What follows belongs to an exercise in optimizing a design on an open flow for small area, a short achievable clock period and few clock cycles per item; a production flow would make more cautious choices. Only simulation tests tie the RTL to the original design; equivalence was not proved. Power is estimated from default activity; no workload was simulated.

==> design.v <==
package mac_pkg;
  function automatic logic [11:0] booth_enc(input logic [7:0] b);
    logic [8:0] bx;
    logic [11:0] e;
    bx = {b, 1'b0};
    for (int j = 0; j < 4; j++) begin
      e[3*j]     = bx[2*j+1] ^ bx[2*j];
      e[3*j + 1] = (bx[2*j+2] & ~bx[2*j+1] & ~bx[2*j]) | (~bx[2*j+2] & bx[2*j+1] & bx[2*j]);
      e[3*j + 2] = bx[2*j+2];
    end
    booth_enc = e;
  endfunction
endpackage
module mac_lane (
  input  logic        clk,
  input  logic        load,
  input  logic [7:0]  a_in,
  input  logic [11:0] benc,
  input  logic        sat,
  input  logic        first,
  input  logic        en,
  output logic [15:0] acc,
  output logic        overflow
);
  logic [7:0] a;
  logic [8:0] x0, x1, x2, x3;
  logic [15:0] acc_in;
  logic [16:0] pp, gg, cy, s;
  logic ov;
  logic s1;
  logic c2;
  logic s3;
  logic c4;
  logic s5;
  logic c6;
  logic s7;
  logic c8;
  logic s9;
  logic c10;
  logic s11;
  logic c12;
  logic s13;
  logic c14;
  logic s15;
  logic c16;
  logic s17;
  logic c18;
  logic s19;
  logic c20;
  logic s21;
  logic c22;
  logic s23;
  logic c24;
  logic s25;
  logic c26;
  logic s27;
  logic c28;
  logic s29;
  logic c30;
  logic s31;
  logic c32;
  logic s33;
  logic c34;
  logic s35;
  logic c36;
  logic s37;
  logic c38;
  logic s39;
  logic c40;
  logic s41;
  logic c42;
  logic s43;
  logic c44;
  logic s45;
  logic c46;
  logic s47;
  logic c48;
  logic s49;
  logic c50;
  logic s51;
  logic c52;
  logic s53;
  logic c54;
  logic s55;
  logic c56;
  logic s57;
  logic c58;
  logic s59;
  logic c60;
  logic s61;
  logic c62;
  logic s63;
  logic c64;
  logic s65;
  logic c66;
  logic s67;
  logic c68;
  logic s69;
  logic c70;
  logic s71;
  logic c72;
  logic s73;
  logic c74;
  logic s75;
  logic c76;
  logic s77;
  logic c78;
  logic G79;
  logic G80;
  logic P81;
  logic G82;
  logic P83;
  logic G84;
  logic P85;
  logic G86;
  logic P87;
  logic G88;
  logic P89;
  logic G90;
  logic P91;
  logic G92;
  logic P93;
  logic G94;
  logic G95;
  logic G96;
  logic P97;
  logic G98;
  logic P99;
  logic G100;
  logic P101;
  logic G102;
  logic P103;
  logic G104;
  logic P105;
  logic G106;
  logic P107;
  logic G108;
  logic G109;
  logic G110;
  logic G111;
  logic G112;
  logic P113;
  logic G114;
  logic P115;
  logic G116;
  logic P117;
  logic G118;
  logic P119;
  logic G120;
  logic G121;
  logic G122;
  logic G123;
  logic G124;
  logic G125;
  logic G126;
  logic G127;
  assign x0 = (({9{benc[0]}} & {a[7], a}) | ({9{benc[1]}} & {a, 1'b0})) ^ {9{benc[2]}};
  assign x1 = (({9{benc[3]}} & {a[7], a}) | ({9{benc[4]}} & {a, 1'b0})) ^ {9{benc[5]}};
  assign x2 = (({9{benc[6]}} & {a[7], a}) | ({9{benc[7]}} & {a, 1'b0})) ^ {9{benc[8]}};
  assign x3 = (({9{benc[9]}} & {a[7], a}) | ({9{benc[10]}} & {a, 1'b0})) ^ {9{benc[11]}};
  assign acc_in = first ? 16'd0 : acc;
  assign s1 = acc_in[4] ^ benc[8];
  assign c2 = acc_in[4] & benc[8];
  assign s3 = acc_in[5] ^ x0[5];
  assign c4 = acc_in[5] & x0[5];
  assign s5 = acc_in[6] ^ benc[11] ^ x0[6];
  assign c6 = (acc_in[6] & benc[11]) | (acc_in[6] & x0[6]) | (benc[11] & x0[6]);
  assign s7 = x1[4] ^ x2[2];
  assign c8 = x1[4] & x2[2];
  assign s9 = acc_in[7] ^ x0[7] ^ x1[5];
  assign c10 = (acc_in[7] & x0[7]) | (acc_in[7] & x1[5]) | (x0[7] & x1[5]);
  assign s11 = x2[3] ^ x3[1];
  assign c12 = x2[3] & x3[1];
  assign s13 = 1'b1 ^ acc_in[8] ^ ~x0[8];
  assign c14 = (1'b1 & acc_in[8]) | (1'b1 & ~x0[8]) | (acc_in[8] & ~x0[8]);
  assign s15 = x1[6] ^ x2[4] ^ x3[2];
  assign c16 = (x1[6] & x2[4]) | (x1[6] & x3[2]) | (x2[4] & x3[2]);
  assign s17 = 1'b1 ^ acc_in[9] ^ x1[7];
  assign c18 = (1'b1 & acc_in[9]) | (1'b1 & x1[7]) | (acc_in[9] & x1[7]);
  assign s19 = x2[5] ^ x3[3];
  assign c20 = x2[5] & x3[3];
  assign s21 = acc_in[10] ^ ~x1[8] ^ x2[6];
  assign c22 = (acc_in[10] & ~x1[8]) | (acc_in[10] & x2[6]) | (~x1[8] & x2[6]);
  assign s23 = 1'b1 ^ acc_in[11];
  assign c24 = 1'b1 & acc_in[11];
  assign s25 = acc_in[2] ^ benc[5];
  assign c26 = acc_in[2] & benc[5];
  assign s27 = acc_in[3] ^ x0[3];
  assign c28 = acc_in[3] & x0[3];
  assign s29 = x0[4] ^ x1[2] ^ x2[0];
  assign c30 = (x0[4] & x1[2]) | (x0[4] & x2[0]) | (x1[2] & x2[0]);
  assign s31 = x1[3] ^ x2[1] ^ c2;
  assign c32 = (x1[3] & x2[1]) | (x1[3] & c2) | (x2[1] & c2);
  assign s33 = x3[0] ^ s7 ^ c4;
  assign c34 = (x3[0] & s7) | (x3[0] & c4) | (s7 & c4);
  assign s35 = s11 ^ c8 ^ c6;
  assign c36 = (s11 & c8) | (s11 & c6) | (c8 & c6);
  assign s37 = c12 ^ c10 ^ s13;
  assign c38 = (c12 & c10) | (c12 & s13) | (c10 & s13);
  assign s39 = s19 ^ c14 ^ c16;
  assign c40 = (s19 & c14) | (s19 & c16) | (c14 & c16);
  assign s41 = x3[4] ^ c20 ^ c18;
  assign c42 = (x3[4] & c20) | (x3[4] & c18) | (c20 & c18);
  assign s43 = s23 ^ x2[7] ^ x3[5];
  assign c44 = (s23 & x2[7]) | (s23 & x3[5]) | (x2[7] & x3[5]);
  assign s45 = acc_in[12] ^ c24 ^ ~x2[8];
  assign c46 = (acc_in[12] & c24) | (acc_in[12] & ~x2[8]) | (c24 & ~x2[8]);
  assign s47 = 1'b1 ^ acc_in[13];
  assign c48 = 1'b1 & acc_in[13];
  assign s49 = acc_in[0] ^ benc[2];
  assign c50 = acc_in[0] & benc[2];
  assign s51 = acc_in[1] ^ x0[1];
  assign c52 = acc_in[1] & x0[1];
  assign s53 = x0[2] ^ x1[0] ^ s25;
  assign c54 = (x0[2] & x1[0]) | (x0[2] & s25) | (x1[0] & s25);
  assign s55 = x1[1] ^ c26 ^ s27;
  assign c56 = (x1[1] & c26) | (x1[1] & s27) | (c26 & s27);
  assign s57 = s1 ^ c28 ^ s29;
  assign c58 = (s1 & c28) | (s1 & s29) | (c28 & s29);
  assign s59 = s3 ^ c30 ^ s31;
  assign c60 = (s3 & c30) | (s3 & s31) | (c30 & s31);
  assign s61 = c32 ^ s5 ^ s33;
  assign c62 = (c32 & s5) | (c32 & s33) | (s5 & s33);
  assign s63 = s9 ^ c34 ^ s35;
  assign c64 = (s9 & c34) | (s9 & s35) | (c34 & s35);
  assign s65 = s15 ^ c36 ^ s37;
  assign c66 = (s15 & c36) | (s15 & s37) | (c36 & s37);
  assign s67 = s17 ^ s39 ^ c38;
  assign c68 = (s17 & s39) | (s17 & c38) | (s39 & c38);
  assign s69 = s21 ^ c40 ^ s41;
  assign c70 = (s21 & c40) | (s21 & s41) | (c40 & s41);
  assign s71 = c22 ^ s43 ^ c42;
  assign c72 = (c22 & s43) | (c22 & c42) | (s43 & c42);
  assign s73 = x3[6] ^ c44 ^ s45;
  assign c74 = (x3[6] & c44) | (x3[6] & s45) | (c44 & s45);
  assign s75 = s47 ^ x3[7] ^ c46;
  assign c76 = (s47 & x3[7]) | (s47 & c46) | (x3[7] & c46);
  assign s77 = acc_in[14] ^ c48 ^ ~x3[8];
  assign c78 = (acc_in[14] & c48) | (acc_in[14] & ~x3[8]) | (c48 & ~x3[8]);
  assign pp[0] = (x0[0] ^ s49);
  assign gg[0] = (x0[0] & s49);
  assign pp[1] = (s51 ^ c50);
  assign gg[1] = (s51 & c50);
  assign pp[2] = (s53 ^ c52);
  assign gg[2] = (s53 & c52);
  assign pp[3] = (s55 ^ c54);
  assign gg[3] = (s55 & c54);
  assign pp[4] = (s57 ^ c56);
  assign gg[4] = (s57 & c56);
  assign pp[5] = (s59 ^ c58);
  assign gg[5] = (s59 & c58);
  assign pp[6] = (s61 ^ c60);
  assign gg[6] = (s61 & c60);
  assign pp[7] = (s63 ^ c62);
  assign gg[7] = (s63 & c62);
  assign pp[8] = (s65 ^ c64);
  assign gg[8] = (s65 & c64);
  assign pp[9] = (s67 ^ c66);
  assign gg[9] = (s67 & c66);
  assign pp[10] = (s69 ^ c68);
  assign gg[10] = (s69 & c68);
  assign pp[11] = (s71 ^ c70);
  assign gg[11] = (s71 & c70);
  assign pp[12] = (s73 ^ c72);
  assign gg[12] = (s73 & c72);
  assign pp[13] = (s75 ^ c74);
  assign gg[13] = (s75 & c74);
  assign pp[14] = (s77 ^ c76);
  assign gg[14] = (s77 & c76);
  assign pp[15] = (~acc_in[15] ^ c78);
  assign gg[15] = (~acc_in[15] & c78);
  assign pp[16] = 1'b1;
  assign gg[16] = 1'b0;
  assign G79 = gg[1] | (pp[1] & gg[0]);
  assign G80 = gg[3] | (pp[3] & gg[2]);
  assign P81 = pp[3] & pp[2];
  assign G82 = gg[5] | (pp[5] & gg[4]);
  assign P83 = pp[5] & pp[4];
  assign G84 = gg[7] | (pp[7] & gg[6]);
  assign P85 = pp[7] & pp[6];
  assign G86 = gg[9] | (pp[9] & gg[8]);
  assign P87 = pp[9] & pp[8];
  assign G88 = gg[11] | (pp[11] & gg[10]);
  assign P89 = pp[11] & pp[10];
  assign G90 = gg[13] | (pp[13] & gg[12]);
  assign P91 = pp[13] & pp[12];
  assign G92 = gg[15] | (pp[15] & gg[14]);
  assign P93 = pp[15] & pp[14];
  assign G94 = gg[2] | (pp[2] & G79);
  assign G95 = G80 | (P81 & G79);
  assign G96 = gg[6] | (pp[6] & G82);
  assign P97 = pp[6] & P83;
  assign G98 = G84 | (P85 & G82);
  assign P99 = P85 & P83;
  assign G100 = gg[10] | (pp[10] & G86);
  assign P101 = pp[10] & P87;
  assign G102 = G88 | (P89 & G86);
  assign P103 = P89 & P87;
  assign G104 = gg[14] | (pp[14] & G90);
  assign P105 = pp[14] & P91;
  assign G106 = G92 | (P93 & G90);
  assign P107 = P93 & P91;
  assign G108 = gg[4] | (pp[4] & G95);
  assign G109 = G82 | (P83 & G95);
  assign G110 = G96 | (P97 & G95);
  assign G111 = G98 | (P99 & G95);
  assign G112 = gg[12] | (pp[12] & G102);
  assign P113 = pp[12] & P103;
  assign G114 = G90 | (P91 & G102);
  assign P115 = P91 & P103;
  assign G116 = G104 | (P105 & G102);
  assign P117 = P105 & P103;
  assign G118 = G106 | (P107 & G102);
  assign P119 = P107 & P103;
  assign G120 = gg[8] | (pp[8] & G111);
  assign G121 = G86 | (P87 & G111);
  assign G122 = G100 | (P101 & G111);
  assign G123 = G102 | (P103 & G111);
  assign G124 = G112 | (P113 & G111);
  assign G125 = G114 | (P115 & G111);
  assign G126 = G116 | (P117 & G111);
  assign G127 = G118 | (P119 & G111);
  assign cy[0] = 1'b0;
  assign cy[1] = gg[0];
  assign cy[2] = G79;
  assign cy[3] = G94;
  assign cy[4] = G95;
  assign cy[5] = G108;
  assign cy[6] = G109;
  assign cy[7] = G110;
  assign cy[8] = G111;
  assign cy[9] = G120;
  assign cy[10] = G121;
  assign cy[11] = G122;
  assign cy[12] = G123;
  assign cy[13] = G124;
  assign cy[14] = G125;
  assign cy[15] = G126;
  assign cy[16] = G127;
  assign s = pp ^ cy;
  assign ov = s[16] ^ s[15];
  always_ff @(posedge clk) begin
    if (load) a <= a_in;
    if (en) begin
      acc <= (ov && sat) ? {s[16], {15{~s[16]}}} : s[15:0];
      overflow <= (overflow && !first) || ov;
    end
  end
endmodule
module mac_array #(
  parameter int DATA_WIDTH = 8,
  parameter int ACC_WIDTH  = 16,
  parameter int NUM_LANES  = 8,
  parameter int VEC_LEN    = 8,
  parameter int SIGNED     = 1
) (
  input  logic                           clk,
  input  logic                           rst_n,
  input  logic                           clr,
  input  logic                           in_valid,
  output logic                           in_ready,
  input  logic [NUM_LANES*DATA_WIDTH-1:0] a_in,
  input  logic [DATA_WIDTH-1:0]          b_in,
  input  logic                           sat_en,
  output logic                           out_valid,
  input  logic                           out_ready,
  output logic [NUM_LANES*ACC_WIDTH-1:0] acc_out,
  output logic [NUM_LANES-1:0]           overflow,
  output logic                           busy
);
  logic [2:0] cnt;         
  logic v1;                
  logic first, last;       
  logic sat;
  logic [11:0] benc;
  logic hold, accept, step;
  assign hold = out_valid && !out_ready;
  assign step = v1 && !hold;
  assign in_ready = !clr && !(v1 && hold);
  assign accept = in_valid && in_ready;
  assign busy = (cnt != 3'd0) || (v1 && last) || out_valid;
  always_ff @(posedge clk or negedge rst_n) begin
    if (!rst_n) begin
      cnt <= '0;
      v1 <= 1'b0;
      out_valid <= 1'b0;
    end else if (clr) begin
      cnt <= '0;
      v1 <= 1'b0;
      out_valid <= 1'b0;
    end else begin
      if (accept) cnt <= cnt + 1'b1;
      if (accept) v1 <= 1'b1;
      else if (step) v1 <= 1'b0;
      if (step && last) out_valid <= 1'b1;
      else if (out_valid && out_ready) out_valid <= 1'b0;
    end
  end
  always_ff @(posedge clk) begin
    if (accept) begin
      benc <= mac_pkg::booth_enc(b_in);
      sat <= sat_en;
      first <= (cnt == 3'd0);
      last <= (cnt == 3'd7);
    end
  end
  for (genvar i = 0; i < NUM_LANES; i++) begin : g_lane
    mac_lane u_lane (
      .clk(clk),
      .load(accept),
      .a_in(a_in[i*DATA_WIDTH +: DATA_WIDTH]),
      .benc(benc),
      .sat(sat),
      .first(first),
      .en(step),
      .acc(acc_out[i*ACC_WIDTH +: ACC_WIDTH]),
      .overflow(overflow[i])
    );
  end
endmodule
==> run.sh <==
#!/bin/bash
# synth_recipe.tcl (not shown) runs the flow's synth.tcl, then flattens the netlist and writes it again
# the make line also repeats each setting of config.mk as NAME=value (left out here)
make -C /OpenROAD-flow-scripts/flow DESIGN_CONFIG=/design/flow/config.mk WORK_HOME=/design/flow/orfs CLKGATE_MAP_FILE= SYNTH_SCRIPT=/design/flow/synth_recipe.tcl finish
==> config.mk <==
export PLATFORM = sky130hd
export DESIGN_NAME = mac_array
export DESIGN_NICKNAME = mac_array
export VERILOG_FILES = /design/flow/design.v
export SDC_FILE = /design/flow/constraint.sdc
export NUM_CORES = 4
export LEC_CHECK = 0
export CAP_MARGIN = 20
export CORE_MARGIN = 2
export CORE_UTILIZATION = 40
export SLEW_MARGIN = 20
==> constraint.sdc <==
create_clock -name core_clock -period 6.0 [get_ports {clk}]
set_input_delay 1.2000 -clock core_clock [delete_from_list [all_inputs] [get_ports {clk}]]
set_output_delay 1.2000 -clock core_clock [all_outputs]
set_load 0.01 [all_outputs]
==> results of run 1 <==
==> area by class of cell <==
class / count / share of cell area
sequential: 220 / 0.222
clock buffer: 34 / 0.0252
clock inverter: 20 / 0.00808
timing repair buffer: 259 / 0.0882
inverter: 391 / 0.0497
tap: 855 / 0.0361
multi-input combinational: 1836 / 0.570
==> stage by stage <==
stage / cell area, um2 / util / hold WS (ps)
2_1_floorplan: 25800 / - / 502
3_3_place_gp: 28600 / 0.446 / 522
3_5_place_dp: 28600 / 0.446 / 548
4_1_cts: 29600 / 0.462 / 562
5_1_grt: 29600 / 0.462 / 609
6_report: 29600 / 0.462 / 552
==> per-layer routing <==
layer  track usage  vias up  share of wire  routed length (um)
met5             0        -        0.00018                  13
met4        0.0615        2          0.028                2030
met3        0.0320      111          0.059                4260
met2         0.382      626           0.50               35700
met1         0.278     9802           0.42               30100
li1              -     9021              -                   -
==> sequential cells by signal, summed over array words and instances (netlist names), 3 cells and up <==
register                cells
g_lane.u_lane.acc         128
g_lane.u_lane.a            64
benc                       12
g_lane.u_lane.overflow      8
cnt                         3
==> how the worst min path moves through the flow <==
stage,from,endpoint,cells after the start
floorplan,cnt[2],cnt[2],2
global placement,cnt[2],cnt[2],2
detailed placement,cnt[2],cnt[2],2
CTS,cnt[2],cnt[2],2
global route,cnt[1],cnt[1],2
finish,cnt[2],cnt[2],2
==> synth_stat cells (7+ instances only) <==
cell type  instances  area [um2]
o21a_1            13        97.6
o21ai_0           82         410
nor3_1            18        90.1
inv_1            389        1460
nor2_1            49         184
or3_1              8        50.1
nor2b_1          105         657
clkbuf_2          51         255
clkbuf_1          84         315
nand2_1          159         597
and2_1             7        43.8
ha_1             211        2640
a211oi_1          12        90.1
or2_2              8        50.1
nand2b_1          22         138
a21oi_1          126         631
o21bai_1           9        67.6
buf_1             59         221
a311oi_1           7        61.3
fa_1             240        4800
edfxtp_1         215        6460
buf_4              8        60.1
xor2_1           100         876
a21o_1            30         225
a22oi_1          225        1690
nand3b_1           8        60.1
nand3_1           13        65.1
xnor2_1          278        2430
==> power by group <==
part	switching [mW]	internal [mW]
logic	6.38	5.37
registers	0.374	2.79
clock network	0.746	1.10
==> logic make-up (layout without fill, tap and decap cells) <==
family	Yosys count	after routing
AND/OR/NAND/NOR	427	427
multiplexers	2	2
XOR/XNOR	378	378
adder cells (fa/ha/maj)	451	451
flip-flops	220	220
AO/OA/AOI/OAI	578	578
buffers and inverters	598	704
==> worst max-delay path, stage by stage (launching register included) <==
cell and delay [ps]:
edfxtp_1 630, buf_4 350, a22oi_1 140, xnor2_1 160, fa_1 430, fa_1 550, inv_1 50, fa_1 490
inv_1 40, ha_1 330, a21oi_1 230, o21ai_0 180, or3_1 340, o21a_1 210, a211oi_2 410, and2b_1 350
o21ai_0 130
==> qor.csv, run 1 <==
stage;metric;value;unit
clock_network;number of hold buffers added after CTS;0;
worst_setup_path;setup slack, reg-to-reg;680;ps
synth;Synth Register Bits;220;
sta;RSZ-0062 raised after global routing;no;
synth;post-synthesis simple-gate area fraction;0.0833;
floorplan;die area;66600;um2
synth;mapped cell area;25800;um2
global_routing;Congestion Overflow GR;0;
cells_and_area;ant diodes;0;
global_routing;initial antenna violation count;1;
placement;pre-CTS WS;713;ps
drt;routed wire length;72200;um
cells_and_area;FF+latch area;6580;um2
drt;vias per cell;5.41;
synth;Async SR Flop Fraction;0.0227;
drt;DRT Pass-1 Iters;5;
global_routing;first-pass GRT wire length;115000;um
clock_network;CTS resizes;0;
floorplan;Die X;258;um
worst_setup_path;WS Path Type;reg -> reg;
status;run status;finished clean;
synth;Synth Net Count;3183;
synth;main combinational cell family by area after synthesis;adder cells;
synth;EDFF count, synth;215;
worst_setup_path;Data required, critical path;6310;ps
power_and_ir_drop;VDD IR max;0.316;mV
synth;Post-Synth XOR/XNOR Area;0.128;
worst_setup_path;Crit. End Element;register;
power_and_ir_drop;Pwr Density;567;nW/um2
synth;share of synthesized cell area in full adder, half adder and majority cells;0.288;
worst_setup_path;r2r endpoint;g_lane[2].u_lane.acc[5];
placement;DP HPWL;52700;um
global_routing;vias in the first global route;20700;
sta;post-route setup TNS;0;ps
synth;synth unique cells;80;
sta;Final WS setup;681;ps
cells_and_area;commonest non-fill, non-tap cell in the layout;inv_1;
cells_and_area;layout net count;3266;
sta;Worst Clk Skew;36.6;ps
placement;placed cells;3561;
drt;Vias;19600;
drt;DRT iter0 DRCs;1305;
cells_and_area;fill count;5983;
sta;final setup vio count;0;
cells_and_area;area grow syn2layout;14.6;%
power_and_ir_drop;Final Total Pwr;16.8;mW
sta;Slew headroom;0.359;
worst_setup_path;r2r startpoint;benc[3];
worst_setup_path;Worst setup SP type;register;
sta;final hold violations;0;
floorplan;I/O Pins;217;
floorplan;core area;64100;um2
floorplan;die height;258;um
cells_and_area;Multi-input gate area;16900;um2
sta;Tcrit/Tclk final;0.887;
clock_network;Bufs on Longest Clock Path;3;
cells_and_area;Layout Cells excl Fill;3615;
global_routing;GRT Total Usage;0.217;
floorplan;Starting Density;0.403;
sta;minimum clock period;5320;ps
synth;sequential element share of the synthesized area;0.255;
cells_and_area;share of cells above drive strength 1;0.0424;
clock_network;number of CTS-inserted buffers;29;
synth;ys flop type;edfxtp_1;
run;max cap viols;0;
worst_setup_path;arrival time at the worst endpoint;5630;ps
drt;Avg WL per Cell;20.0;um
clock_network;clk sinks;220;
sta;worst-margin pin slew;962;ps
worst_setup_path;R2R cell count;16;
drt;remaining antenna violation count;0;
synth;Post-Synthesis Cells;2654;
synth;Synth Area per Inst;9.73;um2
sta;fmax;0.188;GHz
synth;synth warn;2;
clock_network;Clock Latency Late Sink;610;ps
global_routing;pin count of the biggest net entering global routing;91;
worst_setup_path;Setup crit end;g_lane[2].u_lane.acc[5];
placement;GP Congestion;0.886;
clock_network;root buf cell;clkbuf_16;
clock_network;Clock transition at path regs;60;ps
sta;Slew Limit Fails;0;
worst_setup_path;CP Max Fanout;16;
synth;mux contribution to synthesized area;0.000775;
worst_hold_path;HP Class;reg -> reg;
worst_setup_path;CP startpoint;benc[3];
drt;DRC;0;
cells_and_area;most frequent cells in the layout;inv_1, xnor2_1, fa_1, a22oi_1, clkdlybuf4s50_1;
clock_network;CTS tree;built;
placement;Port Buffer Count;216;
floorplan;num rows;93;
clock_network;post-CTS setup buffers;0;
clock_network;H-tree depth;1;
synth;Synth Area in Compound Gates;0.153;
power_and_ir_drop;Leak Pwr;12.4;nW
Testbench counts, summed over its fixed seeds: cycles 3,088, vectors 384.
==> run 2: changes to the inputs <==
--- a/config.mk
+++ b/config.mk
@@ -8,4 +8,5 @@
 export CAP_MARGIN = 20
 export CORE_MARGIN = 2
 export CORE_UTILIZATION = 40
+export SETUP_SLACK_MARGIN = 2.0
 export SLEW_MARGIN = 20
==> run 2 against run 1 <==
Cell count rose by 3.7%. Non-clock buffer count up 123. Critical path depth is 3 higher. Maximum frequency grew 14%. Utilization grew 5.6 points. Clock skew is 12 ps lower. Setup slack better by 670 ps. Register-to-register slack improved by 670 ps. Largest cell class unchanged. Highest routed layer is now met4.
==> qor.csv, run 2 <==
stage;metric;value;unit;change
cells_and_area;ant diodes;0;;unchanged
synth;mapped cell area;25800;um2;unchanged
clock_network;root buf cell;clkbuf_16;;unchanged
clock_network;Clock Latency Late Sink;620;ps;was 610 ps
worst_setup_path;Crit. End Element;register;;unchanged
floorplan;die height;258;um;unchanged
sta;Tcrit/Tclk final;0.774;;was 0.887
sta;RSZ-0062 raised after global routing;yes;;was no
synth;Synth Area per Inst;9.73;um2;unchanged
drt;DRT Pass-1 Iters;5;;unchanged
clock_network;number of hold buffers added after CTS;0;;unchanged
sta;Final WS setup;1350;ps;was 681 ps
clock_network;clk sinks;220;;unchanged
run;max cap viols;0;;unchanged
sta;final hold violations;0;;unchanged
sta;hold_ws;542;ps;was 552 ps
drt;remaining antenna violation count;0;;unchanged
cells_and_area;area grow syn2layout;28.5;%;was 14.6%
sta;fmax;0.215;GHz;was 0.188 GHz
sta;Worst Clk Skew;24.4;ps;was 36.6 ps
synth;post-synth top area share;0.250;;unchanged
drt;routed wire length;81400;um;was 72200 um
clock_network;CTS tree;built;;unchanged
worst_setup_path;arrival time at the worst endpoint;5020;ps;was 5630 ps
cells_and_area;Layout Cells excl Fill;3748;;was 3615
synth;synth unique cells;80;;unchanged
sta;Slew headroom;0.326;;was 0.359
cells_and_area;most frequent cells in the layout;inv_1, xnor2_1, fa_1, clkdlybuf4s50_1, edfxtp_1;;was inv_1, xnor2_1, fa_1, a22oi_1, clkdlybuf4s50_1
clock_network;number of CTS-inserted buffers;29;;unchanged
placement;Placed Area;29400;um2;was 28600 um2
synth;Synth top cells by count;inv_1, xnor2_1, fa_1;;unchanged
sta;worst-margin pin slew;1010;ps;was 962 ps
synth;Synth Register Bits;220;;unchanged
cells_and_area;Most flops, register;g_lane.u_lane.acc;;unchanged
cells_and_area;FF+latch area;6580;um2;unchanged
power_and_ir_drop;VDD IR max;0.329;mV;was 0.316 mV
placement;GP Congestion;0.870;;was 0.886
power_and_ir_drop;Final Total Pwr;20.8;mW;was 16.8 mW
placement;DP HPWL;52400;um;was 52700 um
synth;sequential element share of the synthesized area;0.255;;unchanged
synth;Synth Net Count;3183;;unchanged
cells_and_area;Multi-input gate area;18900;um2;was 16900 um2
placement;pre-CTS WS;736;ps;was 713 ps
cells_and_area;fill count;5661;;was 5983
power_and_ir_drop;Leak Pwr;13.7;nW;was 12.4 nW
drt;vias per cell;5.48;;was 5.41
worst_setup_path;worst path bufs/invs;6;;was 3
clock_network;Bufs on Longest Clock Path;3;;unchanged
worst_setup_path;Data required, critical path;6370;ps;was 6310 ps
drt;Vias;20500;;was 19600
cells_and_area;fin area;33200;um2;was 29600 um2
worst_setup_path;WS Path Type;reg -> reg;;unchanged
synth;most frequent cell after synthesis;inv_1;;unchanged
sta;final setup vio count;0;;unchanged
global_routing;vias in the first global route;21700;;was 20700
synth;synth warn;2;;unchanged
global_routing;first-pass GRT wire length;125000;um;was 115000 um
drt;DRC;0;;unchanged
floorplan;die area;66600;um2;unchanged
worst_setup_path;CP peak stage delay;530;ps;was 630 ps
power_and_ir_drop;Pwr Density;628;nW/um2;was 567 nW/um2
global_routing;Congestion Overflow GR;0;;unchanged
cells_and_area;Core Util, Final;0.518;;was 0.462
sta;minimum clock period;4650;ps;was 5320 ps
placement;placed cells;3558;;was 3561
floorplan;Die X;258;um;unchanged
drt;DRT iter0 DRCs;1462;;was 1305
floorplan;core area;64100;um2;unchanged
synth;Post-Synthesis Cells;2654;;unchanged
worst_setup_path;Worst setup SP type;register;;unchanged
worst_setup_path;CP delay by family, top;adder cells;;unchanged
synth;top cells by area, synth;edfxtp_1, fa_1, ha_1;;unchanged
cells_and_area;layout net count;3400;;was 3266
clock_network;H-tree depth;1;;unchanged
placement;Port Buffer Count;216;;unchanged
cells_and_area;max reg flops;128;;unchanged
worst_setup_path;Crit-path slowest cell;fa_1;;was edfxtp_1
global_routing;GRT Total Usage;0.241;;was 0.217
synth;cell taking the most area after synthesis;edfxtp_1;;unchanged
sta;post-route setup TNS;0;ps;unchanged
floorplan;num rows;93;;unchanged
global_routing;initial antenna violation count;1;;unchanged
drt;Avg WL per Cell;21.7;um;was 20.0 um
cells_and_area;top flop regs;g_lane.u_lane.acc (128), g_lane.u_lane.a (64), benc (12);;unchanged
cells_and_area;commonest non-fill, non-tap cell in the layout;inv_1;;unchanged
cells_and_area;share of cells above drive strength 1;0.196;;was 0.0424
status;run status;finished clean;;unchanged
worst_setup_path;CP Max Fanout;7;;was 16
floorplan;Starting Density;0.403;;unchanged
global_routing;pin count of the biggest net entering global routing;68;;was 91
worst_setup_path;Critical Path, Cell by Cell;buf_12, buf_8, buf_8, a22oi_2, xnor2_2, ha_1, fa_1, inv_1, fa_1, inv_2, ha_4, o211ai_1, nor3_2, a221oi_2, buf_4, a21oi_4, mux2i_2, a21bo_2, o21ai_2;;was buf_4, a22oi_1, xnor2_1, fa_1, fa_1, inv_1, fa_1, inv_1, ha_1, a21oi_1, o21ai_0, or3_1, o21a_1, a211oi_2, and2b_1, o21ai_0
floorplan;I/O Pins;217;;unchanged
synth;ys flop type;edfxtp_1;;unchanged
clock_network;Clock transition at path regs;60;ps;about the same
sta;Slew Limit Fails;0;;unchanged
worst_hold_path;HP Class;reg -> reg;;unchanged
synth;EDFF count, synth;215;;unchanged
synth;Async SR Flop Fraction;0.0227;;unchanged
run 2: power by group:
| part | internal, mW | leakage [nW] | total (mW) | switching [mW] |
|---|---|---|---|---|
| Clock | 1.01 | 0.448 | 1.79 | 0.773 |
| Combinational | 7.69 | 11.1 | 15.9 | 8.17 |
| Sequential | 2.79 | 2.09 | 3.18 | 0.394 |
| Total | 11.5 | 13.7 | 20.8 | 9.34 |
run 2: worst paths after layout:
path                                            end  slack, ps    start  cells past startpoint
max                        g_lane[5].u_lane.acc[13]       1350  benc[9]                     19
min                                       out_valid        540     last                      2
max reg2reg                g_lane[5].u_lane.acc[13]       1350  benc[9]                     19
min reg2reg                               out_valid        540     last                      2
max in group asynchronous                        v1       4990    rst_n                      1
min in group asynchronous                    cnt[1]        820    rst_n                      1
run 2: worst min-delay path: cells and delay by family, from the launching register on:
kind | cells | cell delay (ps)
flops | 1 | 350
simple gates | 1 | 90
compound gates | 1 | 60
run 2: repair_timing:
item                                    CTS  global route
cloned                                   24             5
resized for setup                       226           102
pin swaps                                77            83
setup buffers                            81            27
endpoints found under the setup margin  136           136
run 2: final cells by class:
type	count	area share
clock buffer	31	0.0221
clock inverter	22	0.00637
inverter	391	0.0448
multi-input combinational	1847	0.569
sequential	220	0.198
tap	855	0.0322
timing repair buffer	382	0.127
run 2: cell families (layout without fill, tap and decap cells):
kind of cell / Yosys count / in the layout / synth area share
adders and majority gates: 451 / 451 / 0.288
buffers and inverters: 598 / 826 / 0.0916
muxes: 2 / 2 / 0.000775
DFF: 220 / 220 / 0.255
AOI/OAI and AO/OA: 578 / 583 / 0.153
and+or+nand+nor: 427 / 433 / 0.0833
xor gates and xnor gates: 378 / 378 / 0.128
run 2: layer usage:
layer / up-vias / global-route usage / wire length (um) / part of all wire
li1: 9330 / - / - / -
met2: 701 / 0.400 / 38600 / 0.47
met4: 0 / 0.0928 / 3480 / 0.043
met3: 167 / 0.0497 / 5560 / 0.068
met5: - / 0 / 0 / 0
met1: 10300 / 0.309 / 33800 / 0.42
==> run 3: changes to the inputs <==
--- a/config.mk
+++ b/config.mk
@@ -7,6 +7,6 @@
 export LEC_CHECK = 0
 export CAP_MARGIN = 20
 export CORE_MARGIN = 2
-export CORE_UTILIZATION = 40
+export CORE_UTILIZATION = 60
 export SETUP_SLACK_MARGIN = 2.0
 export SLEW_MARGIN = 20
==> run 3 against run 2 <==
Non-clock buffer count up 49. Combinational power rose by about 10%. Sequential power hardly changed. Critical endpoint is now g_lane[4].u_lane.acc[12]. Maximum frequency down 1.9%. Largest power group unchanged. Still clean on timing, DRC and antenna. Sequential share of layout area shrank 0.49 points. Clock power hardly changed. Largest cell class unchanged. Via count increased by 4.9%. Register-to-register slack got worse by 90 ps. Global-route usage grew 12 points. Power rose by 7.7%. Flip-flop and latch count is the same. Die area down 33%.
==> qor.csv, run 3 <==
stage;metric;value;unit;change
status;run status;finished clean;;unchanged
drt;Vias;21500;;was 20500
worst_setup_path;worst path bufs/invs;7;;was 6
synth;mapped cell area;25800;um2;unchanged
cells_and_area;commonest non-fill, non-tap cell in the layout;inv_1;;unchanged
power_and_ir_drop;share of power burned in registers;0.141;;was 0.153
placement;placed cells;3248;;was 3558
sta;Tcrit/Tclk final;0.789;;was 0.774
worst_setup_path;Worst setup SP type;register;;unchanged
sta;minimum clock period;4740;ps;was 4650 ps
worst_setup_path;CP delay by family, top;compound AO/OA/AOI/OAI gates;;was adder cells
worst_setup_path;CP peak stage delay;560;ps;was 530 ps
sta;post-route setup TNS;0;ps;unchanged
placement;Port Buffer Count;216;;unchanged
synth;top cells by area, synth;edfxtp_1, fa_1, ha_1;;unchanged
worst_setup_path;Crit. End Element;register;;unchanged
drt;vias per cell;6.18;;was 5.48
floorplan;I/O Pins;217;;unchanged
global_routing;vias in the first global route;22400;;was 21700
clock_network;CTS tree;built;;unchanged
floorplan;die height;211;um;was 258 um
cells_and_area;Multi-input gate area;19400;um2;was 18900 um2
power_and_ir_drop;Switching Share;0.449;;was 0.448
drt;Avg WL per Cell;23.9;um;was 21.7 um
global_routing;first-pass GRT wire length;126000;um;was 125000 um
cells_and_area;Most flops, register;g_lane.u_lane.acc;;unchanged
cells_and_area;top flop regs;g_lane.u_lane.acc (128), g_lane.u_lane.a (64), benc (12);;unchanged
drt;remaining antenna violation count;0;;unchanged
clock_network;root buf cell;clkbuf_16;;unchanged
power_and_ir_drop;NetSw;10.1;mW;was 9.34 mW
synth;Synth top cells by count;inv_1, xnor2_1, fa_1;;unchanged
worst_hold_path;Worst Hold Path EP;out_valid;;unchanged
clock_network;Clock Latency Late Sink;580;ps;was 620 ps
worst_setup_path;Data required, critical path;6440;ps;was 6370 ps
floorplan;Starting Density;0.604;;was 0.403
cells_and_area;Layout Cells excl Fill;3486;;was 3748
clock_network;Clock transition at path regs;60;ps;about the same
run;max cap viols;0;;unchanged
global_routing;Congestion Overflow GR;0;;unchanged
worst_setup_path;CP Max Fanout;6;;was 7
worst_setup_path;cell mode on critical path;buf_12;;
floorplan;die area;44700;um2;was 66600 um2
synth;Synth Area per Inst;9.73;um2;unchanged
power_and_ir_drop;Pwr Density;660;nW/um2;was 628 nW/um2
sta;Slew Limit Fails;0;;unchanged
sta;final setup vio count;0;;unchanged
drt;DRT Pass-1 Iters;5;;unchanged
synth;most frequent cell after synthesis;inv_1;;unchanged
synth;cell taking the most area after synthesis;edfxtp_1;;unchanged
clock_network;number of CTS-inserted buffers;28;;was 29
worst_setup_path;Critical Path, Cell by Cell;buf_6, buf_12, buf_12, a22oi_2, xnor2_2, fa_2, fa_1, inv_2, fa_1, inv_2, ha_4, a21o_1, a221o_1, a2111o_1, a311oi_4, buf_6, o21bai_4, buf_12, a21oi_2;;was buf_12, buf_8, buf_8, a22oi_2, xnor2_2, ha_1, fa_1, inv_1, fa_1, inv_2, ha_4, o211ai_1, nor3_2, a221oi_2, buf_4, a21oi_4, mux2i_2, a21bo_2, o21ai_2
worst_hold_path;hold_sp;last;;unchanged
sta;final hold violations;0;;unchanged
cells_and_area;max reg flops;128;;unchanged
synth;Synth Net Count;3183;;unchanged
cells_and_area;layout net count;3447;;was 3400
drt;routed wire length;83400;um;was 81400 um
worst_setup_path;r2r endpoint;g_lane[4].u_lane.acc[12];;was g_lane[5].u_lane.acc[13]
clock_network;Bufs on Longest Clock Path;3;;unchanged
global_routing;pin count of the biggest net entering global routing;68;;unchanged
cells_and_area;most frequent cells in the layout;inv_1, xnor2_1, fa_1, clkdlybuf4s50_1, edfxtp_1;;unchanged
floorplan;core area;42800;um2;was 64100 um2
cells_and_area;fill count;2692;;was 5661
clock_network;clk sinks;220;;unchanged
worst_setup_path;setup slack, reg-to-reg;1260;ps;was 1350 ps
worst_hold_path;HP Class;reg -> reg;;unchanged
worst_setup_path;r2r startpoint;benc[3];;was benc[9]
sta;fmax;0.211;GHz;was 0.215 GHz
worst_setup_path;Crit-path slowest cell;fa_1;;unchanged
cells_and_area;area grow syn2layout;31.7;%;was 28.5%
synth;EDFF count, synth;215;;unchanged
synth;post-synth top area share;0.250;;unchanged
drt;DRC;0;;unchanged
power_and_ir_drop;VDD IR max;0.515;mV;was 0.329 mV
worst_hold_path;Worst Hold Path Cells;2;;unchanged
floorplan;num rows;76;;was 93
synth;Async SR Flop Fraction;0.0227;;unchanged
worst_setup_path;arrival time at the worst endpoint;5170;ps;was 5020 ps
sta;RSZ-0062 raised after global routing;yes;;unchanged
power_and_ir_drop;Leak Pwr;14.1;nW;was 13.7 nW
sta;worst-margin pin slew;1010;ps;about the same
synth;synth warn;2;;unchanged
power_and_ir_drop;Clock power frac;0.079;;was 0.086
worst_setup_path;R2R cell count;19;;unchanged
synth;ys flop type;edfxtp_1;;unchanged
placement;GP Congestion;0.881;;was 0.870
clock_network;H-tree depth;1;;unchanged
placement;DP HPWL;49500;um;was 52400 um
synth;synth unique cells;80;;unchanged
synth;Synth Register Bits;220;;unchanged
floorplan;Die X;211;um;was 258 um
power_and_ir_drop;combinational group share of total power;0.780;;was 0.761
drt;DRT iter0 DRCs;1850;;was 1462
global_routing;GRT Total Usage;0.365;;was 0.241
cells_and_area;FF+latch area;6580;um2;unchanged
synth;sequential element share of the synthesized area;0.255;;unchanged
power_and_ir_drop;Int Pwr;12.4;mW;was 11.5 mW
sta;Worst Clk Skew;18.4;ps;was 24.4 ps
cells_and_area;share of cells above drive strength 1;0.239;;was 0.196
sta;Slew headroom;0.327;;was 0.326
global_routing;initial antenna violation count;0;;was 1
worst_setup_path;CP startpoint;benc[3];;was benc[9]
synth;Post-Synthesis Cells;2654;;unchanged
worst_setup_path;WS Path Type;reg -> reg;;unchanged
## run 3: cell counts after synthesis
Identical to the previous run, type by type.
## run 3: layout make-up
type / instances / area share
Multi-Input combinational cell: 1845 / 0.571
Sequential cell: 220 / 0.193
Clock inverter: 18 / 0.00574
Antenna cell: 1 / 0.0000735
Timing Repair Buffer: 431 / 0.144
Tap cell: 546 / 0.0201
Clock buffer: 33 / 0.0218
Inverter: 391 / 0.0440
Timing Repair inverter: 1 / 0.000257
## run 3: layer usage
layer / vias up / wire length [um] / GRT usage
met2: 1124 / 39800 / 0.599
met5: - / 0 / 0
met3: 277 / 6870 / 0.0598
met4: 0 / 4640 / 0.189
met1: 10700 / 32100 / 0.467
li1: 9436 / - / -
## run 3: kinds of logic (layout without fill, tap and decap cells)
logic type,count (synthesis),after routing,synth area share
buffers and inverters,598,874,0.0916
multiplexers,2,2,0.000775
flip-flops,220,220,0.255
other,0,1,0
AO/OA/AOI/OAI,578,581,0.153
adder cells (fa/ha/maj),451,451,0.288
XOR/XNOR,378,378,0.128
AND/OR/NAND/NOR,427,433,0.0833
## run 3: through the flow
stage	hold slack, ps	worst slack, ps	power [mW]	instance area (um2)	utilization
final	559	1260	22.4	34000	0.795
after global routing	590	1120	24.1	34000	0.795
after CTS	561	1390	20.1	32900	0.768
after detailed placement	546	537	15.8	29000	0.678
after global placement	520	741	15.5	29000	0.678
after floorplan	502	1530	12.9	27200	-
## run 3: worst reg2reg max path: cells and delay by family (launching register included)
family,cells,cell delay [ps]
AO/OA/AOI/OAI,7,1610
buffers and inverters,7,850
flip-flops,1,430
XOR/XNOR,1,110
adder cells (fa/ha/maj),4,1600
## run 3: power by group through the flow
| stage | Combinational (mW) | Clock [mW] | Sequential [mW] |
|---|---|---|---|
| finish | 17.5 | 1.77 | 3.17 |
| global route | 19.0 | 1.83 | 3.20 |
| CTS | 15.2 | 1.79 | 3.16 |
| detailed placement | 12.7 | 0 | 3.17 |
| global placement | 12.3 | 0 | 3.18 |
| floorplan | 9.75 | 0 | 3.18 |
## run 3: how the worst max path moves through the flow
stage                               end  slack, ps  depth (start not counted)
2_1_floorplan   g_lane[0].u_lane.acc[9]       1530                         19
3_3_place_gp    g_lane[0].u_lane.acc[3]        740                         16
3_5_place_dp    g_lane[0].u_lane.acc[1]        540                         16
4_1_cts         g_lane[0].u_lane.acc[3]       1390                         17
5_1_grt        g_lane[4].u_lane.acc[12]       1120                         20
6_report       g_lane[4].u_lane.acc[12]       1260                         19
## run 3: repair_timing
item                                    in CTS  in global routing
pin swaps                                  154                113
cloned                                      29                  3
resized for setup                          303                174
hold buffers                                 0                  0
buffers inserted                           113                 41
endpoints found under the setup margin     136                136
==> run 4: changes to the inputs <==
--- a/design.v
+++ b/design.v
@@ -11,7 +11,9 @@
     booth_enc = e;
   endfunction
 endpackage
-module mac_lane (
+module mac_lane #(
+  parameter bit INV = 1'b0
+) (
   input  logic        clk,
   input  logic        load,
   input  logic [7:0]  a_in,
@@ -23,10 +25,15 @@
   output logic        overflow
 );
   logic [7:0] a;
+  logic [11:0] be;
+  logic fi;
   logic [8:0] x0, x1, x2, x3;
   logic [15:0] acc_in;
   logic [16:0] pp, gg, cy, s;
   logic ov;
+  logic [15:0] wacc;        
+  logic pend, psgn;         
+  logic sel_w, sel_hi, sel_lo;
   logic s1;
   logic c2;
   logic s3;
@@ -154,17 +161,23 @@
   logic G125;
   logic G126;
   logic G127;
-  assign x0 = (({9{benc[0]}} & {a[7], a}) | ({9{benc[1]}} & {a, 1'b0})) ^ {9{benc[2]}};
-  assign x1 = (({9{benc[3]}} & {a[7], a}) | ({9{benc[4]}} & {a, 1'b0})) ^ {9{benc[5]}};
-  assign x2 = (({9{benc[6]}} & {a[7], a}) | ({9{benc[7]}} & {a, 1'b0})) ^ {9{benc[8]}};
-  assign x3 = (({9{benc[9]}} & {a[7], a}) | ({9{benc[10]}} & {a, 1'b0})) ^ {9{benc[11]}};
-  assign acc_in = first ? 16'd0 : acc;
-  assign s1 = acc_in[4] ^ benc[8];
-  assign c2 = acc_in[4] & benc[8];
+  assign be = benc ^ {12{INV}};
+  assign fi = first ^ INV;
+  assign x0 = (({9{be[0]}} & {a[7], a}) | ({9{be[1]}} & {a, 1'b0})) ^ {9{be[2]}};
+  assign x1 = (({9{be[3]}} & {a[7], a}) | ({9{be[4]}} & {a, 1'b0})) ^ {9{be[5]}};
+  assign x2 = (({9{be[6]}} & {a[7], a}) | ({9{be[7]}} & {a, 1'b0})) ^ {9{be[8]}};
+  assign x3 = (({9{be[9]}} & {a[7], a}) | ({9{be[10]}} & {a, 1'b0})) ^ {9{be[11]}};
+  assign acc = pend ? {psgn, {15{~psgn}}} : wacc;
+  assign sel_w = !fi && !pend;
+  assign sel_hi = !fi && pend && psgn;
+  assign sel_lo = !fi && pend && !psgn;
+  assign acc_in = ({16{sel_w}} & wacc) | {sel_hi, {15{sel_lo}}};
+  assign s1 = acc_in[4] ^ be[8];
+  assign c2 = acc_in[4] & be[8];
   assign s3 = acc_in[5] ^ x0[5];
   assign c4 = acc_in[5] & x0[5];
-  assign s5 = acc_in[6] ^ benc[11] ^ x0[6];
-  assign c6 = (acc_in[6] & benc[11]) | (acc_in[6] & x0[6]) | (benc[11] & x0[6]);
+  assign s5 = acc_in[6] ^ be[11] ^ x0[6];
+  assign c6 = (acc_in[6] & be[11]) | (acc_in[6] & x0[6]) | (be[11] & x0[6]);
   assign s7 = x1[4] ^ x2[2];
   assign c8 = x1[4] & x2[2];
   assign s9 = acc_in[7] ^ x0[7] ^ x1[5];
@@ -183,8 +196,8 @@
   assign c22 = (acc_in[10] & ~x1[8]) | (acc_in[10] & x2[6]) | (~x1[8] & x2[6]);
   assign s23 = 1'b1 ^ acc_in[11];
   assign c24 = 1'b1 & acc_in[11];
-  assign s25 = acc_in[2] ^ benc[5];
-  assign c26 = acc_in[2] & benc[5];
+  assign s25 = acc_in[2] ^ be[5];
+  assign c26 = acc_in[2] & be[5];
   assign s27 = acc_in[3] ^ x0[3];
   assign c28 = acc_in[3] & x0[3];
   assign s29 = x0[4] ^ x1[2] ^ x2[0];
@@ -207,8 +220,8 @@
   assign c46 = (acc_in[12] & c24) | (acc_in[12] & ~x2[8]) | (c24 & ~x2[8]);
   assign s47 = 1'b1 ^ acc_in[13];
   assign c48 = 1'b1 & acc_in[13];
-  assign s49 = acc_in[0] ^ benc[2];
-  assign c50 = acc_in[0] & benc[2];
+  assign s49 = acc_in[0] ^ be[2];
+  assign c50 = acc_in[0] & be[2];
   assign s51 = acc_in[1] ^ x0[1];
   assign c52 = acc_in[1] & x0[1];
   assign s53 = x0[2] ^ x1[0] ^ s25;
@@ -342,8 +355,10 @@
   always_ff @(posedge clk) begin
     if (load) a <= a_in;
     if (en) begin
-      acc <= (ov && sat) ? {s[16], {15{~s[16]}}} : s[15:0];
-      overflow <= (overflow && !first) || ov;
+      wacc <= s[15:0];
+      pend <= ov && sat;
+      psgn <= s[16];
+      overflow <= (overflow && !fi) || ov;
     end
   end
 endmodule
@@ -368,50 +383,71 @@
   output logic [NUM_LANES-1:0]           overflow,
   output logic                           busy
 );
-  logic [2:0] cnt;         
-  logic v1;                
-  logic first, last;       
-  logic sat;
-  logic [11:0] benc;
+  logic [2:0] cnt;             
+  logic v1;                    
+  logic first, last, sat;      
+  logic first_n;               
+  logic [11:0] benc, benc_n;   
+  logic [11:0] benc_d;
   logic hold, accept, step;
+  logic blk;                   
+  logic v1_n, ov_n;
+  assign benc_d = mac_pkg::booth_enc(b_in);
   assign hold = out_valid && !out_ready;
   assign step = v1 && !hold;
-  assign in_ready = !clr && !(v1 && hold);
+  assign in_ready = !clr && !(blk && !out_ready);
   assign accept = in_valid && in_ready;
   assign busy = (cnt != 3'd0) || (v1 && last) || out_valid;
+  always_comb begin
+    v1_n = v1;
+    ov_n = out_valid;
+    if (clr) begin
+      v1_n = 1'b0;
+      ov_n = 1'b0;
+    end else begin
+      if (accept) v1_n = 1'b1;
+      else if (step) v1_n = 1'b0;
+      if (step && last) ov_n = 1'b1;
+      else if (out_valid && out_ready) ov_n = 1'b0;
+    end
+  end
   always_ff @(posedge clk or negedge rst_n) begin
     if (!rst_n) begin
       cnt <= '0;
       v1 <= 1'b0;
       out_valid <= 1'b0;
-    end else if (clr) begin
-      cnt <= '0;
-      v1 <= 1'b0;
-      out_valid <= 1'b0;
+      blk <= 1'b0;
     end else begin
-      if (accept) cnt <= cnt + 1'b1;
-      if (accept) v1 <= 1'b1;
-      else if (step) v1 <= 1'b0;
-      if (step && last) out_valid <= 1'b1;
-      else if (out_valid && out_ready) out_valid <= 1'b0;
+      if (clr) cnt <= '0;
+      else if (accept) cnt <= cnt + 1'b1;
+      v1 <= v1_n;
+      out_valid <= ov_n;
+      blk <= v1_n && ov_n;
     end
   end
   always_ff @(posedge clk) begin
     if (accept) begin
-      benc <= mac_pkg::booth_enc(b_in);
+      benc <= benc_d;
+      benc_n <= ~benc_d;
       sat <= sat_en;
       first <= (cnt == 3'd0);
+      first_n <= (cnt != 3'd0);
       last <= (cnt == 3'd7);
     end
   end
   for (genvar i = 0; i < NUM_LANES; i++) begin : g_lane
-    mac_lane u_lane (
+    localparam bit INVL = (i >= NUM_LANES / 2);
+    logic [11:0] lane_benc;
+    logic lane_first;
+    assign lane_benc = INVL ? benc_n : benc;
+    assign lane_first = INVL ? first_n : first;
+    mac_lane #(.INV(INVL)) u_lane (
       .clk(clk),
       .load(accept),
       .a_in(a_in[i*DATA_WIDTH +: DATA_WIDTH]),
-      .benc(benc),
+      .benc(lane_benc),
       .sat(sat),
-      .first(first),
+      .first(lane_first),
       .en(step),
       .acc(acc_out[i*ACC_WIDTH +: ACC_WIDTH]),
       .overflow(overflow[i])
==> flow/run.sh (new file) <==
#!/bin/bash
# Own layout flow: the standard layout (standard synthesis unchanged), with each port buffered
# by a buf_2 instead of the default delay-buffer cell. The make output goes to flow_make.log here.
set -euo pipefail
cd "$(dirname "$0")/.."
bash standard.sh 'BUFFER_PORTS_ARGS=-buffer_cell sky130_fd_sc_hd__buf_2' finish > flow_make.log 2>&1
==> standard.sh (new file) <==
#!/bin/bash
# synth_recipe.tcl (not shown) runs the flow's synth.tcl, then flattens the netlist and writes it again
# the make line also repeats each setting of config.mk as NAME=value (left out here)
make -C /OpenROAD-flow-scripts/flow DESIGN_CONFIG=/design/flow/config.mk WORK_HOME=/design/flow/orfs CLKGATE_MAP_FILE= SYNTH_SCRIPT=/design/flow/synth_recipe.tcl "${@:-finish}"
--- a/config.mk
+++ b/config.mk
@@ -7,6 +7,6 @@
 export LEC_CHECK = 0
 export CAP_MARGIN = 20
 export CORE_MARGIN = 2
-export CORE_UTILIZATION = 60
+export CORE_UTILIZATION = 40
 export SETUP_SLACK_MARGIN = 2.0
 export SLEW_MARGIN = 20
removed: run.sh
==> run 4 against run 3 <==
Still clean. Clock skew increased by 21 ps. Wire length decreased by 7.6%. Synthesized cell count fell by 0.64%. Hold slack lost 85 ps. Sequential share of layout area up 2.6 points. Register-to-register slack better by 610 ps. Sequential power up 3%. Critical endpoint is now g_lane[3].u_lane.pend.
==> qor.csv, run 4 <==
stage;metric;value;unit;change
cells_and_area;most frequent cells in the layout;inv_1, xnor2_1, edfxtp_1, buf_2, fa_1;;was inv_1, xnor2_1, fa_1, clkdlybuf4s50_1, edfxtp_1
synth;post-synthesis simple-gate area fraction;0.0743;;was 0.0833
sta;final setup vio count;0;;unchanged
power_and_ir_drop;share of power burned in registers;0.179;;was 0.141
synth;Synth Register Bits;250;;was 220
clock_network;clk sinks;250;;was 220
global_routing;first-pass GRT wire length;117000;um;was 126000 um
drt;remaining antenna violation count;0;;unchanged
global_routing;busiest grt layer;met2;;unchanged
sta;minimum clock period;4120;ps;was 4740 ps
cells_and_area;layout net count;3532;;was 3447
cells_and_area;max reg flops;128;;unchanged
sta;RSZ-0062 raised after global routing;yes;;unchanged
cells_and_area;fill count;5721;;was 2692
global_routing;GR met2 Demand/Resource;0.382;;was 0.599
synth;cell taking the most area after synthesis;edfxtp_1;;unchanged
clock_network;H-tree depth;2;;was 1
floorplan;Die X;260;um;was 211 um
floorplan;I/O Pins;217;;unchanged
drt;DRC;0;;unchanged
drt;Avg WL per Cell;19.8;um;was 23.9 um
worst_setup_path;CP Max Fanout;5;;was 6
sta;Slew Limit Fails;0;;unchanged
worst_setup_path;setup slack, reg-to-reg;1880;ps;was 1260 ps
global_routing;vias in the first global route;21600;;was 22400
synth;mux contribution to synthesized area;0.00195;;was 0.000775
sta;worst-margin pin slew;999;ps;was 1010 ps
synth;mapped cell area;26200;um2;was 25800 um2
power_and_ir_drop;Pwr Density;534;nW/um2;was 660 nW/um2
worst_setup_path;r2r startpoint;benc[9];;was benc[3]
power_and_ir_drop;NetSw;7.75;mW;was 10.1 mW
drt;routed wire length;77000;um;was 83400 um
synth;Synth top cells by count;inv_1, xnor2_1, edfxtp_1;;was inv_1, xnor2_1, fa_1
sta;Tcrit/Tclk final;0.687;;was 0.789
cells_and_area;top flop regs;g_lane.u_lane.wacc (128), g_lane.u_lane.a (64);;was g_lane.u_lane.acc (128), g_lane.u_lane.a (64), benc (12)
clock_network;root buf cell;clkbuf_16;;unchanged
worst_setup_path;R2R cell count;16;;was 19
placement;DP HPWL;52100;um;was 49500 um
synth;Synth Area per Inst;9.95;um2;was 9.73 um2
floorplan;core area;64700;um2;was 42800 um2
floorplan;die area;67700;um2;was 44700 um2
worst_setup_path;WS Path Type;reg -> reg;;unchanged
placement;GP Congestion;0.897;;was 0.881
sta;Worst Clk Skew;39.2;ps;was 18.4 ps
synth;synth warn;3;;was 2
power_and_ir_drop;Clock power frac;0.121;;was 0.079
drt;vias per cell;5.29;;was 6.18
sta;post-route setup TNS;0;ps;unchanged
floorplan;Starting Density;0.406;;was 0.604
global_routing;met1 Usage GRT;0.278;;was 0.467
floorplan;die height;260;um;was 211 um
worst_setup_path;Critical Path, Cell by Cell;buf_8, buf_8, a22oi_2, xnor2_1, ha_1, fa_1, inv_2, fa_1, inv_2, ha_4, and3_4, nand4_1, a21oi_2, o31ai_4, and3_4, nor3_1;;was buf_6, buf_12, buf_12, a22oi_2, xnor2_2, fa_2, fa_1, inv_2, fa_1, inv_2, ha_4, a21o_1, a221o_1, a2111o_1, a311oi_4, buf_6, o21bai_4, buf_12, a21oi_2
synth;Async SR Flop Fraction;0.0240;;was 0.0227
synth;EDFF count, synth;244;;was 215
power_and_ir_drop;combinational group share of total power;0.700;;was 0.780
power_and_ir_drop;Int Pwr;10.4;mW;was 12.4 mW
synth;sequential element share of the synthesized area;0.285;;was 0.255
cells_and_area;Most flops, register;g_lane.u_lane.wacc;;was g_lane.u_lane.acc
synth;top cells by area, synth;edfxtp_1, fa_1, xnor2_1;;was edfxtp_1, fa_1, ha_1
synth;Synth Net Count;3166;;was 3183
global_routing;initial antenna violation count;6;;was 0
worst_setup_path;Worst setup SP type;register;;unchanged
synth;Synth Area in Compound Gates;0.139;;was 0.153
synth;post-synth top area share;0.279;;was 0.250
worst_setup_path;arrival time at the worst endpoint;4370;ps;was 5170 ps
global_routing;met3 usage;0.0335;;was 0.0598
synth;ys flop type;edfxtp_1;;unchanged
worst_setup_path;Crit-path slowest cell;fa_1;;unchanged
sta;Slew headroom;0.333;;was 0.327
synth;Post-Synth XOR/XNOR Area;0.124;;was 0.128
synth;main combinational cell family by area after synthesis;adder cells;;unchanged
synth;synth unique cells;67;;was 80
power_and_ir_drop;Switching Share;0.427;;was 0.449
clock_network;Clock Latency Late Sink;570;ps;was 580 ps
clock_network;CTS tree;built;;unchanged
cells_and_area;Layout Cells excl Fill;3888;;was 3486
drt;DRT Pass-1 Iters;5;;unchanged
global_routing;GRT Total Usage;0.220;;was 0.365
worst_setup_path;Crit. End Element;register;;unchanged
synth;Post-Synthesis Cells;2637;;was 2654
drt;DRT iter0 DRCs;1261;;was 1850
cells_and_area;area grow syn2layout;29.6;%;was 31.7%
cells_and_area;commonest non-fill, non-tap cell in the layout;inv_1;;unchanged
sta;final hold violations;0;;unchanged
sta;fmax;0.243;GHz;was 0.211 GHz
clock_network;Clock transition at path regs;50;ps;was 60 ps
run;max cap viols;0;;unchanged
placement;Port Buffer Count;216;;unchanged
global_routing;Congestion Overflow GR;0;;unchanged
synth;most frequent cell after synthesis;inv_1;;unchanged
placement;placed cells;3589;;was 3248
worst_hold_path;HP Class;in -> async;;was reg -> reg
power_and_ir_drop;Leak Pwr;14.5;nW;was 14.1 nW
status;run status;finished clean;;unchanged
worst_setup_path;r2r endpoint;g_lane[3].u_lane.pend;;was g_lane[4].u_lane.acc[12]
global_routing;pin count of the biggest net entering global routing;98;;was 68
floorplan;num rows;93;;was 76
clock_network;Bufs on Longest Clock Path;3;;unchanged
clock_network;number of CTS-inserted buffers;36;;was 28
synth;share of synthesized cell area in full adder, half adder and majority cells;0.284;;was 0.288
drt;Vias;20600;;was 21500
cells_and_area;share of cells above drive strength 1;0.320;;was 0.239
worst_setup_path;CP peak stage delay;540;ps;was 560 ps
power_and_ir_drop;VDD IR max;0.266;mV;was 0.515 mV
worst_setup_path;Data required, critical path;6250;ps;was 6440 ps
-- run 4: cell count changes after synthesis, moves of 33 or more --
cell      previous run  this run
a22oi_1            225       112
nor2b_1            105        10
o21a_1              13        85
a21oi_1            126        82
buf_1               59         7
clkbuf_2            51        18
inv_1              389       452
o22ai_1              0       113
and2_1               7        91
-- run 4: logic make-up (layout without fill, tap and decap cells) --
kind of cell	Yosys count	count (layout)
adders and majority gates	452	452
and+or+nand+nor	395	395
AOI/OAI and AO/OA	548	548
muxes	5	5
DFF	250	250
other	0	3
buffers and inverters	615	1008
xor gates and xnor gates	372	372
-- run 4: metrics by stage --
step | area (um2) | power, mW | hold WS (ps) | util | worst slack (ps)
after detailed placement | 28200 | 13.0 | 516 | 0.436 | 1080
final | 34000 | 18.2 | 474 | 0.526 | 1880
after floorplan | 26600 | 10.7 | 465 | - | 2000
after global routing | 34000 | 19.7 | 469 | 0.526 | 1740
after CTS | 31900 | 16.7 | 450 | 0.493 | 1890
after global placement | 28200 | 12.7 | 489 | 0.436 | 1170
-- run 4: per-layer routing --
metal  part of all wire  vias up
met4              0.030        4
met1               0.41    10300
met5            0.00025        -
met3              0.061      151
li1                   -     9515
met2               0.50      623
-- run 4: what timing repair did --
item | 4_1_cts | 5_1_grt
gates cloned | 4 | 5
hold buffers | 0 | 0
hold endpoints to repair | 0 | 0
resized for setup | 268 | 282
endpoints found under the setup margin | 96 | 80
setup buffers | 130 | 92
pin swaps | 104 | 212
-- run 4: how the worst max path moves through the flow --
stage                           from                         to  slack, ps  cells after the start
6_report                     benc[9]      g_lane[3].u_lane.pend       1880                     16
2_1_floorplan  g_lane[7].u_lane.pend  g_lane[7].u_lane.wacc[15]       2000                     15
3_3_place_gp   g_lane[2].u_lane.pend   g_lane[2].u_lane.wacc[9]       1170                     16
4_1_cts        g_lane[2].u_lane.pend   g_lane[2].u_lane.wacc[9]       1890                     16
5_1_grt                      benc[9]      g_lane[0].u_lane.pend       1740                     16
3_5_place_dp   g_lane[2].u_lane.pend   g_lane[2].u_lane.wacc[9]       1080                     16
-- run 4: critical path, delay by kind of cell (launching register included) --
family / cells / cell delay, ps
flip-flops: 1 / 470
adder cells (fa/ha/maj): 4 / 1630
AO/OA/AOI/OAI: 3 / 600
buffers and inverters: 4 / 400
AND/OR/NAND/NOR: 4 / 590
XOR/XNOR: 1 / 110
-- run 4: area by class of cell --
type / instances / area (um2) / area share
Antenna cell: 3 / 7.51 / 0.000221
Clock inverter: 16 / 194 / 0.00570
Clock buffer: 49 / 991 / 0.0291
Sequential cell: 250 / 7480 / 0.220
Tap cell: 855 / 1070 / 0.0315
Multi-Input combinational cell: 1772 / 18700 / 0.549
Timing Repair Buffer: 488 / 3830 / 0.113
Inverter: 455 / 1750 / 0.0516
-- run 4: power by group through the flow --
stage,sequential [mW],clock (mW),combinational (mW)
finish,3.25,2.19,12.7
global route,3.30,2.29,14.1
CTS,3.25,2.25,11.2
detailed placement,3.32,0,9.71
global placement,3.32,0,9.39
floorplan,3.19,0,7.47
Testbench counts of run 4, summed over its fixed seeds: cycles 3,088, vectors 384.
==> run 5: changes to the inputs <==
--- a/config.mk
+++ b/config.mk
@@ -10,3 +10,4 @@
 export CORE_UTILIZATION = 40
 export SETUP_SLACK_MARGIN = 2.0
 export SLEW_MARGIN = 20
+export TNS_END_PERCENT = 25
==> run 5 against run 4 <==
Critical path depth is 2 higher. Combinational power fell by 3%. Cell count shrank 0.57%. Maximum frequency down 0.60%. First-iteration DRC count is 19% higher. Utilization decreased by 1.5 points.
==> qor.csv, run 5 <==
stage;metric;value;unit;change
global_routing;Congestion Overflow GR;0;;unchanged
worst_setup_path;arrival time at the worst endpoint;4430;ps;was 4370 ps
floorplan;die area;67700;um2;unchanged
global_routing;GRT Total Usage;0.230;;was 0.220
cells_and_area;top flop regs;g_lane.u_lane.wacc (128), g_lane.u_lane.a (64);;unchanged
status;run status;finished clean;;unchanged
worst_setup_path;Crit. End Element;register;;unchanged
floorplan;Die X;260;um;unchanged
synth;mapped cell area;26200;um2;unchanged
worst_setup_path;R2R cell count;18;;was 16
clock_network;clk sinks;250;;unchanged
cells_and_area;most frequent cells in the layout;inv_1, xnor2_1, edfxtp_1, buf_2, fa_1;;unchanged
clock_network;H-tree depth;2;;unchanged
synth;Post-Synthesis Cells;2637;;unchanged
sta;hold_ws;465;ps;was 474 ps
sta;Worst Clk Skew;32.5;ps;was 39.2 ps
global_routing;initial antenna violation count;8;;was 6
synth;ys flop type;edfxtp_1;;unchanged
drt;remaining antenna violation count;0;;unchanged
floorplan;die height;260;um;unchanged
power_and_ir_drop;VDD IR max;0.246;mV;was 0.266 mV
worst_setup_path;CP peak stage delay;530;ps;was 540 ps
sta;Slew Limit Fails;0;;unchanged
sta;worst-margin pin slew;1070;ps;was 999 ps
floorplan;Starting Density;0.406;;unchanged
floorplan;core area;64700;um2;unchanged
clock_network;Clock transition at path regs;60;ps;was 50 ps
cells_and_area;area grow syn2layout;25.8;%;was 29.6%
synth;EDFF count, synth;244;;unchanged
drt;vias per cell;5.33;;was 5.29
drt;DRC;0;;unchanged
worst_setup_path;WS Path Type;reg -> reg;;unchanged
cells_and_area;fin area;33000;um2;was 34000 um2
synth;Synth top cells by count;inv_1, xnor2_1, edfxtp_1;;unchanged
sta;post-route setup TNS;0;ps;unchanged
synth;post-synth top area share;0.279;;unchanged
synth;sequential element share of the synthesized area;0.285;;unchanged
synth;synth unique cells;67;;unchanged
synth;Synth Area per Inst;9.95;um2;unchanged
global_routing;pin count of the biggest net entering global routing;67;;was 98
sta;final hold violations;0;;unchanged
drt;Vias;20600;;about the same
cells_and_area;max reg flops;128;;unchanged
floorplan;I/O Pins;217;;unchanged
floorplan;num rows;93;;unchanged
sta;Tcrit/Tclk final;0.691;;was 0.687
clock_network;root buf cell;clkbuf_16;;unchanged
global_routing;first-pass GRT wire length;121000;um;was 117000 um
synth;most frequent cell after synthesis;inv_1;;unchanged
power_and_ir_drop;Leak Pwr;14.2;nW;was 14.5 nW
worst_setup_path;CP Max Fanout;5;;unchanged
sta;final setup vio count;0;;unchanged
drt;DRT Pass-1 Iters;6;;was 5
worst_setup_path;r2r startpoint;benc[7];;was benc[9]
sta;Slew headroom;0.286;;was 0.333
drt;routed wire length;78400;um;was 77000 um
sta;minimum clock period;4150;ps;was 4120 ps
run;max cap viols;0;;unchanged
synth;Synth Register Bits;250;;unchanged
synth;top cells by area, synth;edfxtp_1, fa_1, xnor2_1;;unchanged
placement;GP Congestion;0.909;;was 0.897
drt;Avg WL per Cell;20.3;um;was 19.8 um
clock_network;CTS tree;built;;unchanged
sta;RSZ-0062 raised after global routing;yes;;unchanged
worst_setup_path;r2r endpoint;g_lane[0].u_lane.wacc[13];;was g_lane[3].u_lane.pend
worst_setup_path;setup slack, reg-to-reg;1850;ps;was 1880 ps
cells_and_area;layout net count;3514;;was 3532
synth;Async SR Flop Fraction;0.0240;;unchanged
clock_network;Bufs on Longest Clock Path;3;;unchanged
sta;fmax;0.241;GHz;was 0.243 GHz
cells_and_area;commonest non-fill, non-tap cell in the layout;inv_1;;unchanged
run 5: cell counts after synthesis:
Identical to the previous run, type by type.
run 5: logic make-up (layout without fill, tap and decap cells):
group / count (synthesis) / count (layout) / synth area share
other cells: 0 / 2 / 0
mux: 5 / 5 / 0.00195
flops: 250 / 250 / 0.285
compound gates: 548 / 548 / 0.139
simple gates: 395 / 395 / 0.0743
fa+ha+maj: 452 / 452 / 0.284
buf+inv: 615 / 987 / 0.0917
xor+xnor: 372 / 372 / 0.124
run 5: how the worst max path moves through the flow:
| stage | end | slack [ps] | depth (start not counted) |
|---|---|---|---|
| floorplan | g_lane[3].u_lane.wacc[9] | 1440 | 19 |
| global placement | g_lane[3].u_lane.wacc[9] | 1180 | 16 |
| detailed placement | g_lane[2].u_lane.pend | 1080 | 14 |
| global route | g_lane[0].u_lane.wacc[13] | 1730 | 18 |
| CTS | g_lane[7].u_lane.wacc[9] | 1960 | 14 |
| finish | g_lane[0].u_lane.wacc[13] | 1850 | 18 |
run 5: through the flow:
stage	setup slack (ps)	util	cells	power (mW)
after floorplan	1440	-	2637	10.5
after global placement	1180	0.434	3595	12.6
after detailed placement	1080	0.434	3595	12.9
after CTS	1960	0.496	3829	16.7
after global routing	1730	0.510	3864	19.0
final	1850	0.510	3866	17.5
run 5: what timing repair did:
action                                  CTS  global route
hold buffers                              0             0
endpoints found under the setup margin   98            76
cloned                                    6             1
pin swaps                               156            87
buffers inserted                        168            34
resized for setup                       313           132
run 5: cell type report:
cell class                 instances  area [um2]
antenna                            2        5.00
multi-input combinational       1772       18100
clock inverter                    20         121
timing repair inverter             1        7.51
timing repair buffer             471        3570
tap                              855        1070
clock buffer                      40         895
fill                            5811       31700
inverter                         455        1740
sequential                       250        7480
run 5: where the power goes:
group          total (mW)  internal [mW]  switching [mW]
sequential           3.24           3.05           0.187
clock                1.92           1.07           0.846
combinational        12.3           5.75            6.57
run 5: critical path, delay by kind of cell, from the launching register on:
family / cells / cell delay (ps)
xor+xnor: 2 / 250
buf+inv: 6 / 730
compound gates: 4 / 650
flops: 1 / 370
simple gates: 2 / 230
fa+ha+maj: 4 / 1620
run 5: metal layers:
metal | vias up | GRT usage | share of wire | wire (um)
met3 | 190 | 0.0450 | 0.072 | 5610
met4 | 12 | 0.0884 | 0.043 | 3350
met2 | 762 | 0.370 | 0.46 | 36100
met5 | - | 0 | 0.0010 | 80
li1 | 9464 | - | - | -
met1 | 10200 | 0.306 | 0.42 | 33200

re-timing with driven ports:
In the flow no input, the clock included, has a driving cell. The finished layouts below were timed again as built, in two steps. Step 1 sets driving cells, clkbuf_16 on the clock port and buf_2 on the other inputs (assumed; they add their load-dependent delay and slew). Step 2, shift: input delay + t, output delay - t, t = (earliest + latest rising clock arrival at the registers) / 2. This alone moves slack from input paths to output paths. Slacks: no drivers / after step 1 / after step 2; pairs: no drivers / after step 1.
| run | shift t [ns] | setup WS [ns] |
|---|---|---|
| run 1 | 0.656 | 0.681 / 0.681 / 0.681 |
| run 2 | 0.669 | 1.353 / 1.353 / 1.353 |
| run 3 | 0.639 | 1.265 / 1.265 / 1.265 |
| run 4 | 0.615 | 1.878 / 1.878 / 1.878 |
| run 5 | 0.608 | 1.853 / 1.853 / 1.853 |
After both steps every run listed still meets setup and hold.
